This is an optimization exercise on Yosys and OpenROAD, whose aim is small area, a short achievable clock period and few clock cycles per item, not a production implementation. In this exercise RTL edits were held to simulation tests only and were not proved equivalent to the original. Power is estimated from default activity; no workload was simulated.

`design.v`:
```
module heterodyne_frequency_tracker (
	input  logic                               clk,
	input  logic                               arst_n,
	input  logic                               psel,
	input  logic                               penable,
	input  logic                               pwrite,
	input  logic [4:0]                         paddr,
	input  logic [31:0]                        pwdata,
	output logic [31:0]                        prdata,
	output logic                               pready,
	input  logic                               sample_valid,
	output logic                               sample_stall,
	input  logic signed [15:0]                 sample,
	input  logic                               restart,
	output logic                               result_valid,
	input  logic                               result_stall,
	output logic [15:0]                        power,
	output logic signed [15:0]                 phase,
	output logic signed [15:0]                 frequency
);
	localparam int W = 61;
	localparam logic signed [W-1:0] CK       = 61'sd652032874;
	localparam logic signed [38:0]  CK8      = 39'sd166920415744;   
	localparam logic [31:0]         ANG_REF0 = 32'hFFFFD104;       
	localparam int S_IDLE  = 0;
	localparam int S_ROT   = 1;
	localparam int S_MIX   = 2;
	localparam int S_FPREP = 3;
	localparam int S_FILT  = 4;
	localparam int S_VINIT = 5;
	localparam int S_VEC   = 6;
	localparam int S_MAG   = 7;
	localparam int S_COMB  = 8;
	localparam int S_PPREP = 9;
	localparam int S_POW   = 10;
	localparam int S_END   = 11;
	function automatic logic [31:0] hft_atan(input logic [3:0] i);
		case (i)
			4'd0:    hft_atan = 32'h20000000;
			4'd1:    hft_atan = 32'h12E4051E;
			4'd2:    hft_atan = 32'h09FB385B;
			4'd3:    hft_atan = 32'h051111D4;
			4'd4:    hft_atan = 32'h028B0D43;
			4'd5:    hft_atan = 32'h0145D7E1;
			4'd6:    hft_atan = 32'h00A2F61E;
			4'd7:    hft_atan = 32'h00517C55;
			4'd8:    hft_atan = 32'h0028BE53;
			4'd9:    hft_atan = 32'h00145F2F;
			4'd10:   hft_atan = 32'h000A2F98;
			4'd11:   hft_atan = 32'h000517CC;
			4'd12:   hft_atan = 32'h00028BE6;
			4'd13:   hft_atan = 32'h000145F3;
			4'd14:   hft_atan = 32'h0000A2FA;
			default: hft_atan = 32'h0000517D;
		endcase
	endfunction
	function automatic logic [W-1:0] booth_sel(input logic [2:0] bits,
			input logic signed [38:0] m);
		logic signed [39:0] v;
		case (bits)
			3'b001, 3'b010, 3'b101, 3'b110: v = {m[38], m};
			3'b011, 3'b100:                 v = {m, 1'b0};
			default:                        v = '0;
		endcase
		booth_sel = {{3{v[39]}}, v, 18'd0};
	endfunction
	function automatic logic booth_neg(input logic [2:0] bits);
		booth_neg = bits[2] && !(bits[1] && bits[0]);
	endfunction
	function automatic logic [4:0] rot_start(input logic [15:0] ph);
		logic wrap, dn0;
		logic [2:0] zt;
		wrap = ($signed(ph) > 16'sh4000) || ($signed(ph) < -16'sh4000);
		dn0  = !(ph[15] ^ wrap);
		zt   = {ph[15] ^ wrap, ph[14:13]} + (dn0 ? 3'd7 : 3'd1);
		rot_start = {wrap, wrap ^ !dn0, zt};
	endfunction
	logic [15:0] init_freq_q, pole_q, smooth_q, gain_q, thresh_q;
	logic [15:0] prdata_q;
	logic        pready_q;
	logic [4:0]  we_q;
	logic [2:0]  addr_q;
	logic [15:0]        phase_q, freq_q, pacc_q;
	logic signed [23:0] fre_q, fim_q;
	logic [31:0]        refang_q;
	logic               fresh_q;
	logic [15:0]        phf_q;       
	logic [15:0] smp_q;
	logic        rst_q, full_q, rvalid_q;
	logic [11:0]         st_q;
	logic                booth_q, cordic_q, mcxm_q, mcyz_q;
	logic [3:0]          cnt_q;
	logic signed [W-1:0] x_q, y_q;
	logic [31:0]         z_q;
	logic signed [38:0]  m_q;
	logic                ex_q, ey_q;
	assign pready       = pready_q;
	assign prdata       = {16'd0, prdata_q};
	assign sample_stall = full_q;
	assign result_valid = rvalid_q;
	assign power        = pacc_q;
	assign phase        = phase_q;
	assign frequency    = freq_q;
	always_ff @(posedge clk or negedge arst_n) begin
		if (!arst_n) begin
			pready_q <= 1'b0;
			we_q     <= '0;
		end else begin
			pready_q <= psel && penable && !pready_q;
			for (int i = 0; i < 5; i++)
				we_q[i] <= psel && penable && pwrite && !pready_q && (addr_q == 3'(i));
		end
	end
	always_ff @(posedge clk or negedge arst_n) begin
		if (!arst_n) begin
			init_freq_q <= 16'd0;
			pole_q      <= 16'd62259;
			smooth_q    <= 16'd62259;
			gain_q      <= 16'd655;
			thresh_q    <= 16'd0;
		end else begin
			if (we_q[0]) init_freq_q <= pwdata[15:0];
			if (we_q[1]) pole_q      <= pwdata[15:0];
			if (we_q[2]) smooth_q    <= pwdata[15:0];
			if (we_q[3]) gain_q      <= pwdata[15:0];
			if (we_q[4]) thresh_q    <= pwdata[15:0];
		end
	end
	always_ff @(posedge clk) begin
		addr_q <= paddr[4:2];
		case (addr_q)
			3'd0:    prdata_q <= init_freq_q;
			3'd1:    prdata_q <= pole_q;
			3'd2:    prdata_q <= smooth_q;
			3'd3:    prdata_q <= gain_q;
			3'd4:    prdata_q <= thresh_q;
			default: prdata_q <= 16'd0;
		endcase
	end
	logic st_idle, st_rot, st_mix, st_fprep, st_filt, st_vinit, st_vec, st_mag,
	      st_comb, st_pprep, st_pow, st_end;
	assign st_idle  = st_q[S_IDLE];
	assign st_rot   = st_q[S_ROT];
	assign st_mix   = st_q[S_MIX];
	assign st_fprep = st_q[S_FPREP];
	assign st_filt  = st_q[S_FILT];
	assign st_vinit = st_q[S_VINIT];
	assign st_vec   = st_q[S_VEC];
	assign st_mag   = st_q[S_MAG];
	assign st_comb  = st_q[S_COMB];
	assign st_pprep = st_q[S_PPREP];
	assign st_pow   = st_q[S_POW];
	assign st_end   = st_q[S_END];
	logic last15;
	assign last15 = (cnt_q == 4'd15);
	logic [15:0] pacc_new, delta, freq_cand, ph_n, ph_u, phase_new, freq_new;
	logic        upd;
	assign pacc_new  = x_q[31:16];
	assign upd       = (pacc_new >= thresh_q);
	assign delta     = y_q[47:32];
	assign freq_cand = freq_q + delta;
	assign ph_n      = phf_q;
	assign ph_u      = ph_n + delta;
	assign freq_new  = upd ? freq_cand : freq_q;
	assign phase_new = upd ? ph_u : ph_n;
	logic reload, commit, start_idle, start_end, start;
	assign reload     = rst_q || fresh_q;
	assign commit     = st_end && !rvalid_q;
	assign start_end  = commit && full_q && !rst_q;
	assign start_idle = st_idle && full_q && !(rst_q && rvalid_q);
	assign start      = start_end || start_idle;
	logic [4:0] rs_n, rs_u, rs_i, rs;
	logic [12:0] ph_lo;
	assign rs_n = rot_start(ph_n);
	assign rs_u = rot_start(ph_u);
	assign rs_i = rot_start(reload ? 16'd0 : phase_q);
	always_comb begin
		if (!st_end) begin
			rs    = rs_i;
			ph_lo = reload ? 13'd0 : phase_q[12:0];
		end else if (upd) begin
			rs    = rs_u;
			ph_lo = ph_u[12:0];
		end else begin
			rs    = rs_n;
			ph_lo = ph_n[12:0];
		end
	end
	logic [11:0] st_d;
	always_comb begin
		st_d = '0;
		st_d[S_IDLE]  = (st_idle && !start_idle) || (commit && !start_end);
		st_d[S_ROT]   = start || (st_rot && !last15);
		st_d[S_MIX]   = (st_rot && last15) || (st_mix && cnt_q != 4'd7);
		st_d[S_FPREP] = st_mix && cnt_q == 4'd7;
		st_d[S_FILT]  = st_fprep || (st_filt && cnt_q != 4'd8);
		st_d[S_VINIT] = st_filt && cnt_q == 4'd8;
		st_d[S_VEC]   = st_vinit || (st_vec && !last15);
		st_d[S_MAG]   = (st_vec && last15) || (st_mag && cnt_q != 4'd6);
		st_d[S_COMB]  = st_mag && cnt_q == 4'd6;
		st_d[S_PPREP] = st_comb;
		st_d[S_POW]   = st_pprep || (st_pow && cnt_q != 4'd8);
		st_d[S_END]   = (st_pow && cnt_q == 4'd8) || (st_end && !commit);
	end
	logic [2:0] dxl, dyl;
	assign dxl = {x_q[1:0], ex_q};
	assign dyl = {y_q[1:0], ey_q};
	logic signed [38:0] mcx, mcy;
	always_comb begin
		mcx = mcxm_q ? m_q : {{7{z_q[31]}}, z_q};
		mcy = mcyz_q ? {{7{z_q[31]}}, z_q} : m_q;
	end
	logic signed [W-1:0] ax, ay, bx, by, sx, sy, xsh, ysh;
	logic                nx, ny;
	logic                fsgn, dneg;
	assign fsgn = x_q[W-1];
	assign dneg = st_rot ? !z_q[31] : y_q[W-1];
	assign xsh  = x_q >>> cnt_q;
	assign ysh  = y_q >>> cnt_q;
	logic signed [W-1:0] bxm, bym, xv, yv, x12;
	assign bxm = booth_sel(dxl, mcx);
	assign bym = booth_sel(dyl, mcy);
	assign xv  = (x_q >>> 16) <<< 36;
	assign x12 = x_q >>> 12;
	assign yv  = (y_q >>> 16) <<< 36;
	always_comb begin
		ax = st_vinit ? '0 : x_q;
		ay = st_vinit ? '0 : y_q;
		bx = ({W{cordic_q}}             & ysh)
		   | ({W{st_pprep}}             & y_q)
		   | ({W{booth_q}}              & bxm)
		   | ({W{st_fprep}}             & {{12{fre_q[23]}}, fre_q, 25'd0})
		   | ({W{st_vinit}}             & xv);
		by = ({W{cordic_q}}             & xsh)
		   | ({W{st_comb}}              & x12)
		   | ({W{booth_q}}              & bym)
		   | ({W{st_fprep}}             & {{12{fim_q[23]}}, fim_q, 25'd0})
		   | ({W{st_vinit}}             & yv);
		nx = (cordic_q && dneg)
		   || (booth_q && (booth_neg(dxl) ^ st_filt))
		   || st_fprep
		   || (st_vinit && fsgn);
		ny = (cordic_q && !dneg)
		   || (booth_q && (booth_neg(dyl) ^ (st_mix || st_filt)))
		   || st_fprep
		   || (st_vinit && fsgn);
	end
	assign sx = ax + (nx ? ~bx : bx) + {60'd0, nx};
	assign sy = ay + (ny ? ~by : by) + {60'd0, ny};
	logic [31:0] zb, zs;
	logic        zn;
	always_comb begin
		if (cordic_q) begin
			zb = hft_atan(cnt_q);
			zn = dneg;
		end else begin
			zb = refang_q;
			zn = st_mag;
		end
		zs = z_q + (zn ? ~zb : zb) + {31'd0, zn};
	end
	logic vzero;
	assign vzero = (fre_q == '0) && (fim_q == '0);
	always_ff @(posedge clk or negedge arst_n) begin
		if (!arst_n) begin
			st_q     <= 12'd1 << S_IDLE;
			booth_q  <= 1'b0;
			cordic_q <= 1'b0;
			mcxm_q   <= 1'b0;
			mcyz_q   <= 1'b0;
			full_q   <= 1'b0;
			rvalid_q <= 1'b0;
			fresh_q  <= 1'b1;
		end else begin
			st_q     <= st_d;
			booth_q  <= st_d[S_MIX] || st_d[S_FILT] || st_d[S_MAG] || st_d[S_POW];
			cordic_q <= st_d[S_ROT] || st_d[S_VEC];
			mcxm_q   <= st_d[S_MAG] || st_d[S_POW];
			mcyz_q   <= st_d[S_POW];
			if (!full_q) full_q <= sample_valid;
			else if (st_rot && last15) full_q <= 1'b0;
			if (commit) rvalid_q <= 1'b1;
			else if (!result_stall) rvalid_q <= 1'b0;
			if (start_idle) fresh_q <= 1'b0;
		end
	end
	always_ff @(posedge clk) begin
		if (!full_q) begin
			smp_q <= sample;
			rst_q <= restart;
		end
		if (start_idle && reload) begin
			phase_q  <= '0;
			freq_q   <= init_freq_q;
			fre_q    <= '0;
			fim_q    <= '0;
			refang_q <= ANG_REF0;
			pacc_q   <= '0;
		end
		phf_q <= phase_q + freq_q;
		if (st_vinit) begin
			fre_q <= x_q[39:16];
			fim_q <= y_q[39:16];
		end
		if (commit) begin
			pacc_q  <= pacc_new;
			freq_q  <= freq_new;
			phase_q <= phase_new;
			if (upd) refang_q <= zs;
		end
	end
	logic rot_step, vec_step, rot_last, vec_last, mul_step, hold;
	assign rot_step = st_rot && !last15;
	assign rot_last = st_rot && last15;
	assign vec_step = st_vec && !last15;
	assign vec_last = st_vec && last15;
	assign mul_step = st_mix || st_filt || st_mag || st_pow;
	assign hold     = (st_idle || st_end) && !start;
	logic signed [W-1:0] x_d, y_d, sx2, sy2;
	assign sx2 = sx >>> 2;
	assign sy2 = sy >>> 2;
	logic [31:0]         z_d;
	logic                z_en;
	logic signed [38:0]  m_d;
	logic                m_en;
	logic [3:0]          cnt_d;
	always_comb begin
		x_d = ({W{start}}                        & (rs[4] ? -CK : CK))
		    | ({W{rot_step || vec_step || st_vinit || hold}} & sx)
		    | ({W{mul_step}}                     & sx2)
		    | ({W{rot_last}}                     & {21'd1, 24'd0, smp_q})
		    | ({W{st_fprep}}                     & {x_q[51:25], 1'b1, 17'd0, pole_q})
		    | ({W{vec_last}}                     & {6'd1, 43'd0, sx[47:36]})
		    | ({W{st_comb}}                      & {~{8'd0, pacc_q}, 1'b1, 36'd0})
		    | ({W{st_pprep}}                     & {11'd0, pacc_q, 1'b1, 15'd0, 2'b11, smooth_q});
		y_d = ({W{start}}                        & (rs[3] ? -CK : CK))
		    | ({W{rot_step || vec_step || st_vinit || st_comb || hold}} & sy)
		    | ({W{mul_step}}                     & sy2)
		    | ({W{rot_last}}                     & {21'd1, 24'd0, smp_q})
		    | ({W{st_fprep}}                     & {y_q[51:25], 1'b1, 17'd0, pole_q})
		    | ({W{vec_last}}                     & {49'd0, sx[59:48]})
		    | ({W{st_pprep}}                     & {11'd0, 1'b1, 33'd0, gain_q});
		z_d = ({32{start}}                       & {rs[2:0], ph_lo, 16'd0})
		    | ({32{rot_step || vec_step || (st_mag && cnt_q == 4'd0)}} & zs)
		    | ({32{rot_last}}                    & sx[31:0])
		    | ({32{st_fprep}}                    & sx[56:25])
		    | ({32{st_vinit && fsgn}}            & 32'h80000000)
		    | ({32{vec_last && !vzero}}          & zs);
		z_en = start || st_rot || st_fprep || st_vinit || st_vec || (st_mag && cnt_q == 4'd0);
		m_d = ({39{rot_last}}                    & {{7{sy[31]}}, sy[31:0]})
		    | ({39{st_fprep}}                    & {{7{sy[56]}}, sy[56:25]})
		    | ({39{vec_last}}                    & CK8)
		    | ({39{st_pprep}}                    & ~{{15{sx[60]}}, sx[60:37]});
		m_en = rot_last || st_fprep || vec_last || st_pprep;
		cnt_d = ({4{start || hold}}              & 4'd1)
		      | ({4{st_rot || st_vec || mul_step}} & (cnt_q + 4'd1));
	end
	always_ff @(posedge clk) begin
		x_q   <= x_d;
		y_q   <= y_d;
		cnt_q <= cnt_d;
		if (z_en) z_q <= z_d;
		if (m_en) m_q <= m_d;
		ex_q <= mul_step && x_q[1];
		ey_q <= mul_step && y_q[1];
	end
endmodule
```
`flow/run.sh`:
```
#!/bin/bash
set -euo pipefail
bash standard.sh SETUP_SLACK_MARGIN=10.5 finish > standard_make.log 2>&1
```
`standard.sh`:
```
#!/bin/bash
# synth_recipe.tcl (not shown) runs the flow's synth.tcl, then flattens the netlist and writes it again
# the make line also repeats each setting of config.mk as NAME=value (left out here)
make -C /OpenROAD-flow-scripts/flow DESIGN_CONFIG=/design/flow/config.mk WORK_HOME=/design/flow/orfs CLKGATE_MAP_FILE= SYNTH_SCRIPT=/design/flow/synth_recipe.tcl "${@:-finish}"
```
`config.mk`:
```
export PLATFORM = sky130hd
export DESIGN_NAME = heterodyne_frequency_tracker
export DESIGN_NICKNAME = heterodyne_frequency_tracker
export VERILOG_FILES = /design/flow/design.v
export SDC_FILE = /design/flow/constraint.sdc
export NUM_CORES = 4
export LEC_CHECK = 0
export CAP_MARGIN = 20
export CORE_MARGIN = 2
export CORE_UTILIZATION = 50
export SLEW_MARGIN = 20
```
`constraint.sdc`:
```
create_clock -name core_clock -period 15.0 [get_ports {clk}]
set_input_delay 3.0000 -clock core_clock [delete_from_list [all_inputs] [get_ports {clk}]]
set_output_delay 3.0000 -clock core_clock [all_outputs]
set_load 0.01 [all_outputs]
```
==> results of run 1 <==
layer usage:
layer / GRT usage / up-vias / wire length (µm)
li1: - / 19040 / -
met1: 0.6006 / 22180 / 79700
met2: 0.6869 / 3545 / 90160
met3: 0.1975 / 1035 / 32180
met4: 0.3723 / 24 / 22160
met5: 0 / - / 484
worst max path at each step:
stage,start,to,slack [ns],depth (start not counted)
global route,cnt_q[0],x_q[38],9.39,19
global placement,cnt_q[0],z_q[28],7.77,21
finish,cnt_q[0],x_q[38],9.27,18
detailed placement,cnt_q[0],z_q[28],7.71,21
floorplan,cnt_q[1],m_q[21],10.10,24
CTS,cnt_q[0],m_q[21],9.57,20
cells in the final DEF, fill, tap and decap left out, types with 55 or more instances in the layout:
master	n
a21o_1	137
a21oi_1	253
a21oi_2	57
a221o_1	55
a22oi_1	72
and2_1	94
buf_4	354
buf_6	64
clkbuf_16	69
dfrtp_1	67
dfxtp_1	217
dlygate4sd2_1	60
edfxtp_1	178
ha_1	164
inv_1	127
mux2_2	124
mux2i_1	150
mux4_2	71
nand2_1	524
nand3_1	81
nor2_1	185
nor2b_1	156
o21ai_0	282
o221ai_1	58
xnor2_1	169
xor2_1	82
per-stage QoR:
| step | util | area (µm²) | total power [mW] | cells |
|---|---|---|---|---|
| finish | 0.6502 | 55280 | 3.287 | 6449 |
| global route | 0.6498 | 55240 | 3.350 | 6435 |
| CTS | 0.6179 | 52530 | 3.283 | 6308 |
| detailed placement | 0.5289 | 44960 | 1.680 | 5920 |
| global placement | 0.5289 | 44960 | 1.676 | 5920 |
| floorplan | - | 43310 | 1.607 | 4940 |
power by group through the flow:
stage,Clock [mW],Sequential (mW),Combinational [mW]
after floorplan,0,1.53,0.0739
final,1.64,1.53,0.121
after global routing,1.68,1.53,0.134
after global placement,0,1.55,0.122
after detailed placement,0,1.56,0.124
after CTS,1.63,1.53,0.122
cell families after synthesis:
group                      count (synthesis)
adders and majority gates                235
muxes                                    400
and+or+nand+nor                         1359
DFF                                      507
other                                      1
xor gates and xnor gates                 342
AOI/OAI and AO/OA                       1570
buffers and inverters                    511
flip-flops by register name, indices dropped and copies added, names as in the netlist, 24 cells and up, named ones only:
| signal | flops |
|---|---|
| refang_q | 32 |
| z_q | 32 |
| fim_q | 24 |
| fre_q | 24 |
| x_q | 61 |
| y_q | 61 |
| m_q | 33 |
area by class of cell:
class                      count  share of cell area
clock buffer                  86             0.03284
inverter                     138             0.01010
tap                         1144             0.02590
sequential                   507              0.2267
antenna                       21           0.0009507
timing repair buffer         601              0.1096
multi-input combinational   3922              0.5874
clock inverter                30            0.006632
timing repair:
action,4_1_cts,5_1_grt
pin swaps,165,154
gates cloned,18,4
endpoints found under the setup margin,277,198
setup buffers,254,115
gates resized for setup,633,352
==> notes.md, run 1 <==
Top Ports around 140; Max IR drop VDD 0.00009524 V; Yosys top cell area share 0.1249; core area between 80,000 and 90,000 µm²; adder-cell area share of the yosys netlist 0.07028; Final Hold Vio Count 0; htree depth 2; first-pass GRT wire length about 310 mm; register area 12,530 µm²; global-route usage over all layers 0.4905; Max-cap violations 0; Initial Util 0.5034; grt total ovfl 0; crit-path max cell delay 0.65 ns; clk_skew ~0.038 ns; Top delay family on crit path compound AO/OA/AOI/OAI gates; port bufs between 100 and 150; post-synthesis mux area share 0.1183; CTS tree built; outcome timing/DRC/antenna clean; synth top area cells edfxtp_1 (12%), dfxtp_1 (11%), ha_1 (6.6%), nand2_1 (4.9%), xnor2_1 (4.8%); Sequential Power Share 0.465; hold endpoint pready_q; vias in the first global route 42,260; vias per cell about 7.1; Tightest Hold Check Type reg -> reg; final wirelength 224.7 mm; WL/cell between 30 and 40 µm; Pre-Repair DR Iteration Count 14; period utilisation layout 0.3818; R2R Setup Slk roughly 9.3 ns; # nets final about 5,500; RSZ-0062 raised after global routing true; Arrival @ worst endpoint 6.24 ns; layout cells sized above 1 0.2761; area of the multi-input gates between 30,000 and 40,000 µm²; Logic pwr share 0.037; die height about 300 µm; mapped cell area about 43,000 µm²; Routed Antenna Nets 0; post-synthesis xor/xnor area fraction 0.07017; final worst slack between 9 and 10 ns; hpwl dp roughly 150 mm; DR iter-0 viols a little over 7,000; hold slack 0.4757 ns; deepest clock path buffer count 3; clock share of power 0.498; net switching share of the total power 0.2383; pwr dens a little under 60 nW/µm²; syn_area_per_cell 8.690 µm²; flops & latches, synth around 510; Int Pwr around 2.5 mW; die area 87,950 µm²; # rows between 100 and 150; clock sink total between 500 and 600; Worst-Skew Late Latency around 0.69 ns; Startpoint Class flip-flop; fillcell total 7,179; Cells after Synth between 4,000 and 5,000; count leader, synth nand2_1; Setup crit end kind flip-flop; Post-Synth Simple-Gate Area 0.1517; top cells by count, synth nand2_1 (555), o21ai_0 (341), a21oi_1 (326), clkbuf_1 (287), xnor2_1 (234); worst-path cell chain buf_12, buf_16, mux4_2, mux2i_2, mux2i_1, a222oi_1, xnor2_1, ha_2, nand3_4, nor3_4, o2111ai_4, a31oi_1, nand3_1, and2_4, xnor2_4, inv_1, a221oi_1, o211ai_1; Crit Path Category reg -> reg; NetSw just under 0.8 mW; chip width 296.6 µm; drc violations 0; R2R depth 18; TNS Setup 0 ns; Top FF cell, synth dfxtp_1; area growth from synthesis to layout 29.16%; via count around 46,000; dpl ws approximately 7.7 ns; measured slew at the worst slew-check pin approximately 1.2 ns; yosys warns 1; largest net degree at the start of global routing 75; Worst-path clk slew 0.06 ns; worst hold path stage count 1; Req. time, crit path about 16 ns; Slew Limit Headroom 0.1693; gpl congestion ~1.1; clock buffer count from CTS between 60 and 70; Netlist cell types roughly 110; fraction of registers with async set or reset after synthesis 0.2051; leading area contributor after synthesis edfxtp_1; crit-path max FO 6; sequential share of the synthesized area 0.2918; critical path's slowest cell a222oi_1; Compound-Gate Fraction of Synth Area 0.2510; initial antenna violation count 36; Post-synth EDFFs between 150 and 200; largest family of logic cells by synthesized area compound AO/OA/AOI/OAI gates; hold path start pready_q; f_max between 0.15 and 0.2 GHz; Hold-fix buffers, CTS 0; final worst path period need 5.727 ns; worst path buffer plus inverter count 3; Final Setup Violations 0; Final Max Slew Viols 0; FF-to-FF Start cnt_q[0]; RR Endpoint x_q[38]; Root Driver clkbuf_16; Leak 22.20 nW
Testbench counts, summed over its fixed seeds: cycles 552,024, items 8,000.
==> run 2: changes to the inputs <==
--- a/design.v
+++ b/design.v
@@ -90,3 +90,3 @@
 	logic [11:0]         st_q;
-	logic                booth_q, cordic_q, mcxm_q, mcyz_q;
+	logic                booth_q, cordic_q, mcyz_q;
 	logic [3:0]          cnt_q;
@@ -171,12 +171,10 @@
 	assign start      = start_end || start_idle;
-	logic [4:0] rs_n, rs_u, rs_i, rs;
+	logic [15:0] ph_s;
+	logic [4:0]  rs_n, rs_u, rs;
 	logic [12:0] ph_lo;
-	assign rs_n = rot_start(ph_n);
+	assign ph_s = st_end ? ph_n : (reload ? 16'd0 : phase_q);
+	assign rs_n = rot_start(ph_s);
 	assign rs_u = rot_start(ph_u);
-	assign rs_i = rot_start(reload ? 16'd0 : phase_q);
 	always_comb begin
-		if (!st_end) begin
-			rs    = rs_i;
-			ph_lo = reload ? 13'd0 : phase_q[12:0];
-		end else if (upd) begin
+		if (st_end && upd) begin
 			rs    = rs_u;
@@ -185,3 +183,3 @@
 			rs    = rs_n;
-			ph_lo = ph_n[12:0];
+			ph_lo = ph_s[12:0];
 		end
@@ -209,4 +207,4 @@
 	always_comb begin
-		mcx = mcxm_q ? m_q : {{7{z_q[31]}}, z_q};
-		mcy = mcyz_q ? {{7{z_q[31]}}, z_q} : m_q;
+		mcx = m_q;
+		mcy = mcyz_q ? CK8 : {{7{z_q[31]}}, z_q};
 	end
@@ -250,3 +248,4 @@
 	logic [31:0] zb, zs;
-	logic        zn;
+	logic        zn, zdiff;
+	assign zdiff = st_mag && cnt_q == 4'd0;
 	always_comb begin
@@ -256,4 +255,4 @@
 		end else begin
-			zb = refang_q;
-			zn = st_mag;
+			zb = (zdiff || commit) ? refang_q : 32'd0;
+			zn = zdiff;
 		end
@@ -268,3 +267,2 @@
 			cordic_q <= 1'b0;
-			mcxm_q   <= 1'b0;
 			mcyz_q   <= 1'b0;
@@ -277,4 +275,3 @@
 			cordic_q <= st_d[S_ROT] || st_d[S_VEC];
-			mcxm_q   <= st_d[S_MAG] || st_d[S_POW];
-			mcyz_q   <= st_d[S_POW];
+			mcyz_q   <= st_d[S_MAG];
 			if (!full_q) full_q <= sample_valid;
@@ -322,3 +319,2 @@
 	logic [31:0]         z_d;
-	logic                z_en;
 	logic signed [38:0]  m_d;
@@ -343,10 +339,9 @@
 		z_d = ({32{start}}                       & {rs[2:0], ph_lo, 16'd0})
-		    | ({32{rot_step || vec_step || (st_mag && cnt_q == 4'd0)}} & zs)
-		    | ({32{rot_last}}                    & sx[31:0])
-		    | ({32{st_fprep}}                    & sx[56:25])
+		    | ({32{!(start || rot_last || st_fprep || st_vinit || vec_last)}} & zs)
+		    | ({32{rot_last}}                    & sy[31:0])
+		    | ({32{st_fprep}}                    & sy[56:25])
 		    | ({32{st_vinit && fsgn}}            & 32'h80000000)
 		    | ({32{vec_last && !vzero}}          & zs);
-		z_en = start || st_rot || st_fprep || st_vinit || st_vec || (st_mag && cnt_q == 4'd0);
-		m_d = ({39{rot_last}}                    & {{7{sy[31]}}, sy[31:0]})
-		    | ({39{st_fprep}}                    & {{7{sy[56]}}, sy[56:25]})
+		m_d = ({39{rot_last}}                    & {{7{sx[31]}}, sx[31:0]})
+		    | ({39{st_fprep}}                    & {{7{sx[56]}}, sx[56:25]})
 		    | ({39{vec_last}}                    & CK8)
@@ -361,3 +356,3 @@
 		cnt_q <= cnt_d;
-		if (z_en) z_q <= z_d;
+		z_q   <= z_d;
 		if (m_en) m_q <= m_d;
--- a/config.mk
+++ b/config.mk
@@ -9,3 +9,3 @@
 export CORE_MARGIN = 2
-export CORE_UTILIZATION = 50
+export CORE_UTILIZATION = 45
 export SLEW_MARGIN = 20
==> notes.md, run 2 <==
Top FF cell, synth dfxtp_1; cell area after placement 43,950 µm²; Post-synth EDFFs 146; vias in the first global route 40,650; crit-path max cell delay roughly 0.9 ns; post-route cell area 55,580 µm²; vias per cell roughly 6.8; leading area contributor after synthesis dfxtp_1; Initial Util 0.4549; hpwl dp about 140 mm; Design Power ~3.2 mW; Final Max Slew Viols 0; Final Hold Vio Count 0; Setup crit end kind flip-flop; via count roughly 45,000; largest net degree at the start of global routing 92; initial antenna violation count 9; most frequent cells in the layout nand2_1 (555), buf_4 (339), a21oi_1 (255); Req. time, crit path 15.53 ns; Worst-Skew Late Latency 0.69 ns; Final Setup Violations 0; fraction of registers with async set or reset after synthesis 0.2036; Yosys top cell area share 0.1232; critical path's slowest cell dfxtp_1; Leak between 20 and 25 nW; clk_skew 0.04426 ns; Top Ports 144; crit-path max FO 9; die area between 90,000 and 100,000 µm²; deepest clock path buffer count 3; Post-Synth Simple-Gate Area 0.1698; measured slew at the worst slew-check pin approximately 1.1 ns; yosys warns 1; # rows between 100 and 150; most common cell after layout, fill and taps aside nand2_1; f_max about 0.18 GHz; post-synthesis mux area share 0.1025; Netlist cell types around 100; Tightest Hold Check Type reg -> reg; final wirelength roughly 200 mm; port bufs 109; flops & latches, synth 506; R2R Setup Slk 9.48 ns; drc violations 0; Compound-Gate Fraction of Synth Area 0.2488; Post-Route Utilization 0.6054; outcome timing/DRC/antenna clean; Max IR drop VDD ~0.000086 V; area growth from synthesis to layout 33.09%; CTS tree built; synth top area cells dfxtp_1 (12%), edfxtp_1 (10%), ha_1 (6.8%), nand2_1 (5.4%), dfrtp_1 (4.5%); Max-cap violations 0; RSZ-0062 raised after global routing true; Worst-path clk slew roughly 0.06 ns; post-synthesis xor/xnor area fraction 0.06855; Hold-fix buffers, CTS 0; final worst path period need 5.519 ns; pwr dens approximately 57 nW/µm²; Startpoint Class flip-flop; layout cells sized above 1 0.2948; gpl congestion roughly 1.0; count leader, synth nand2_1; clock buffer count from CTS a little under 60; Pre-Repair DR Iteration Count 13; WL/cell 31.18 µm; period utilisation layout 0.3679; htree depth 2; TNS Setup 0 ns; largest registers x_q: 61 flops, y_q: 61 flops, m_q: 33 flops; syn_area_per_cell ~8.5 µm²; Top cell by count, worst path buf_6; mapped cell area approximately 42,000 µm²; Root Driver clkbuf_16; final worst slack roughly 9.5 ns; die height around 310 µm; DR iter-0 viols roughly 6,900; Slew Limit Headroom 0.2333; core area between 90,000 and 100,000 µm²; Routed Antenna Nets 0; chip width just over 300 µm; dpl ws ~7.7 ns; clock sink total ~510; grt total ovfl 0; Cells after Synth approximately 4,900; Crit Path Category reg -> reg; sequential share of the synthesized area 0.2907; # nets final between 5,000 and 6,000; Arrival @ worst endpoint slightly above 6 ns; largest family of logic cells by synthesized area compound AO/OA/AOI/OAI gates; adder-cell area share of the yosys netlist 0.07155; top cells by count, synth nand2_1 (596), a21oi_1 (339), o21ai_0 (315), clkbuf_1 (298), dfxtp_1 (257); first-pass GRT wire length ~280 mm; global-route usage over all layers 0.4045
run 2: cell count changes in the layout (fill, tap and decap cells not counted), sizes merged, moves of 32 or more:
cell | before | now
o221ai | 71 | 27
dfxtp | 225 | 257
nand2 | 555 | 596
mux2i | 197 | 136
nor2 | 207 | 247
edfxtp | 178 | 146
xnor2 | 235 | 165
xor2 | 107 | 161
run 2: logic make-up (layout without fill, tap and decap cells):
logic type	Yosys count	in the layout
mux	324	324
fa+ha+maj	234	234
flops	506	506
compound gates	1531	1531
xor+xnor	326	326
buf+inv	507	857
other cells	1	22
simple gates	1489	1491
run 2: worst paths after layout:
kind,start,endpoint,cells after the start
max,x_q[17],y_q[45],28
min,pready_q,pready_q,1
max reg2reg,x_q[17],y_q[45],28
min reg2reg,pready_q,pready_q,1
max in group asynchronous,arst_n,st_q[3],2
min in group asynchronous,arst_n,init_freq_q[11],1
run 2: what timing repair did:
action                     CTS  global route
hold endpoints to repair     0             0
setup endpoints to repair  281           207
pin swaps                  228           249
resized for setup          748           436
cloned                      20             6
setup buffers              256           135
run 2: layout make-up:
type                    count  area [µm²]
fillers                  7762       36220
multi-input cells        3922       33060
flip-flops and latches    506       12180
repair buffers            614        6254
clock buffers              70        1603
well taps                1243        1555
inverters                 133       526.8
clock inverters            40       382.9
diodes                      6       15.01
run 2: layer usage:
metal  wire, µm  share of wire  vias up  GRT usage
li1           -              -    18920          -
met1      77190           0.38    21600     0.5346
met2      85020           0.42     3310     0.5971
met3      27510           0.14      813     0.1232
met4      13910          0.068       10     0.2036
met5         83        0.00041        -          0
run 2: metrics by stage:
stage	hold WS [ns]	instances
final	0.4526	6534
after global routing	0.4803	6529
after floorplan	0.3519	4933
after global placement	0.4441	5999
after CTS	0.4551	6386
after detailed placement	0.4457	6000
run 2: where the power goes:
group,internal (mW),switching [mW],total (mW)
clock,0.840,0.670,1.51
sequential,1.46,0.0455,1.51
combinational,0.0685,0.0638,0.132
total,2.37,0.779,3.15
run 2: critical path: cells and delay by family (launching register included):
family | cells | cell delay, ns
buffers and inverters | 9 | 1.07
flip-flops | 1 | 0.91
adder cells (fa/ha/maj) | 1 | 0.18
AO/OA/AOI/OAI | 11 | 2.05
AND/OR/NAND/NOR | 3 | 0.28
multiplexers | 2 | 0.40
XOR/XNOR | 2 | 0.44
Testbench counts of run 2, summed over its fixed seeds: cycles 552,024, items 8,000.
==> run 3: changes to the inputs <==
--- a/config.mk
+++ b/config.mk
@@ -11 +11,2 @@
 export SLEW_MARGIN = 20
+export TNS_END_PERCENT = 30
==> notes.md, run 3 <==
outcome timing/DRC/antenna clean; Pre-Repair DR Iteration Count 11; worst-path cell chain buf_8, buf_12, buf_12, buf_6, mux4_2, mux2i_1, mux2i_1, a222oi_1, xnor2_1, ha_1, a21oi_2, nand2_2, nor3_2, o21ai_2, o211ai_4, and4_4, o31ai_4, a311o_1, buf_4, buf_6, xnor2_4, buf_4, a221oi_1, nand2_1; Slew Limit Headroom 0.2727; grt total ovfl 0; R2R Setup Slk around 9.4 ns; Top FF cell, synth dfxtp_1; Top delay family on crit path compound AO/OA/AOI/OAI gates; most common cell after layout, fill and taps aside nand2_1; measured slew at the worst slew-check pin roughly 1.1 ns; deepest clock path buffer count 3; vias per cell 6.819; area of the multi-input gates about 31,000 µm²; RSZ-0062 raised after global routing true; fraction of registers with async set or reset after synthesis 0.2036; crit-path max cell delay between 0.6 and 0.7 ns; Post-Route Utilization 0.5714; largest net degree at the start of global routing between 70 and 80; Netlist cell types between 100 and 150; drc violations 0; period utilisation layout 0.3746; clk_skew 0.01961 ns; final worst path period need 5.619 ns; gpl congestion around 1.0; layout cells sized above 1 0.2323; Hold-fix buffers, CTS 0; first-pass GRT wire length about 280 mm; top cells by count, synth nand2_1 (596), a21oi_1 (339), o21ai_0 (315), clkbuf_1 (298), dfxtp_1 (257); Crit Path Category reg -> reg; chip width around 300 µm; leading area contributor after synthesis dfxtp_1; clock sink total ~510; fillcell total around 8,200; f_max roughly 0.18 GHz; Arrival @ worst endpoint roughly 6.1 ns; TNS Setup 0 ns; die area roughly 95,000 µm²; synth top area cells dfxtp_1 (12%), edfxtp_1 (10%), ha_1 (6.8%), nand2_1 (5.4%), dfrtp_1 (4.5%); largest registers x_q: 61 flops, y_q: 61 flops, m_q: 33 flops; via count around 44,000; sequential share of the synthesized area 0.2907; hpwl dp 139.0 mm; Cells after Synth between 4,000 and 5,000; core area a little over 90,000 µm²; critical path's slowest cell a222oi_1; count leader, synth nand2_1; Root Driver clkbuf_16; WL/cell a little over 30 µm; syn_area_per_cell between 8 and 9 µm²; Worst-path clk slew approximately 0.070 ns; Max-cap violations 0; crit-path max FO 5; Worst-Skew Late Latency roughly 0.7 ns; die height 308.6 µm; most frequent cells in the layout nand2_1 (573), a21oi_1 (274), dfxtp_1 (253); Max IR drop VDD about 0.00010 V; Routed Antenna Nets 0; Tightest Hold Check Type reg -> reg; Req. time, crit path 15.52 ns; clock buffer count from CTS a little under 60; # rows approximately 110; final wirelength just under 200 mm; Startpoint Class flip-flop; initial antenna violation count 6; Leak about 22 nW; htree depth 2; # nets final between 5,000 and 6,000; mapped cell area 41,760 µm²; port bufs approximately 110; Initial Util 0.4549; register area approximately 12,000 µm²; yosys warns 1; area growth from synthesis to layout 25.61%; Yosys top cell area share 0.1232; pwr dens a little over 60 nW/µm²; Post-synth EDFFs 146; Setup crit end kind flip-flop; Final Max Slew Viols 0; flops & latches, synth ~510; worst path buffer plus inverter count 7; Final Setup Violations 0; DR iter-0 viols ~6,700; Final Hold Vio Count 0; global-route usage over all layers 0.3995; CTS tree built; vias in the first global route around 40,000; Top Ports roughly 140
==> run 3: final timing paths <==
kind | from | end | cells past startpoint
min in group asynchronous | arst_n | thresh_q[11] | 1
worst max-delay path | cnt_q[0] | y_q[5] | 24
worst min register to register | pready_q | pready_q | 1
worst min-delay path | pready_q | pready_q | 1
worst max register to register | cnt_q[0] | y_q[5] | 24
max in group asynchronous | arst_n | st_q[3] | 2
==> run 3: metal layers <==
layer / wire, µm / track usage / share of wire
met5: 25 / 0 / 0.00013
met4: 13950 / 0.2239 / 0.070
met1: 75850 / 0.5255 / 0.38
met3: 25970 / 0.1158 / 0.13
met2: 82540 / 0.5862 / 0.42
==> run 3: cell families after synthesis <==
kind of cell	count (synthesis)	share of synthesized area
AO/OA/AOI/OAI	1531	0.2488
AND/OR/NAND/NOR	1489	0.1698
buffers and inverters	507	0.04788
flip-flops	506	0.2907
XOR/XNOR	326	0.06855
multiplexers	324	0.1025
adder cells (fa/ha/maj)	234	0.07155
other	1	0.00008980
==> run 3: stage by stage <==
stage | power (mW) | setup slack (ns) | cells | cell area (µm²) | hold slack [ns]
final | 3.234 | 9.381 | 6387 | 52460 | 0.4652
after global routing | 3.301 | 9.312 | 6379 | 52440 | 0.4826
after CTS | 3.232 | 9.618 | 6266 | 50130 | 0.4611
after detailed placement | 1.671 | 7.534 | 6003 | 43950 | 0.4397
after global placement | 1.667 | 7.521 | 6002 | 43940 | 0.4415
after floorplan | 1.602 | 10.09 | 4933 | 42200 | 0.3519
==> run 3: area by class of cell <==
type	instances	area share
Tap cell	1243	0.02965
Antenna cell	8	0.0003816
Clock buffer	76	0.03151
Timing Repair inverter	1	0.0001670
Inverter	133	0.01002
Multi-Input combinational cell	3920	0.5930
Sequential cell	506	0.2321
Timing Repair Buffer	465	0.09474
Clock inverter	35	0.008468
==> run 3: timing repair <==
action | 4_1_cts | 5_1_grt
pin swaps | 155 | 182
cloned | 18 | 4
endpoints found under the setup margin | 285 | 272
gates resized for setup | 471 | 275
buffers inserted | 134 | 108
==> run 3: report_power, final <==
| group | internal [mW] | total (mW) | switching [mW] |
|---|---|---|---|
| logic | 0.0726 | 0.135 | 0.0626 |
| clock network | 0.933 | 1.59 | 0.656 |
| registers | 1.46 | 1.51 | 0.0448 |
| total | 2.47 | 3.23 | 0.764 |

## re-timing with driven ports
No port has a modelled driver above. Below, the same layouts with a new extraction and two added sets of constraints.
Step 1 (the two cells are an assumption about what drives the block):
set clk [get_ports {clk}]
set_driving_cell -lib_cell sky130_fd_sc_hd__clkbuf_16 $clk
set_driving_cell -lib_cell sky130_fd_sc_hd__buf_2 [delete_from_list [all_inputs] $clk]
Step 2 times the ports against the registers' clock, not the clock port: input delays grow and output delays shrink by t, the midpoint of the rising clock arrivals with the driver on.
a / b / c = no drivers / after step 1 / after step 2; a / b = the first two.
run	t, ns	setup slack, ns	worst slew at a driven data input, ns	pins driven straight from the clock port
run 1	0.750	9.273 / 9.273 / 9.273	0.05	1
run 2	0.748	9.481 / 9.481 / 9.481	0.07	1
run 3	0.738	9.381 / 9.381 / 9.381	0.07	1
After both steps setup and hold are still met in every run listed.
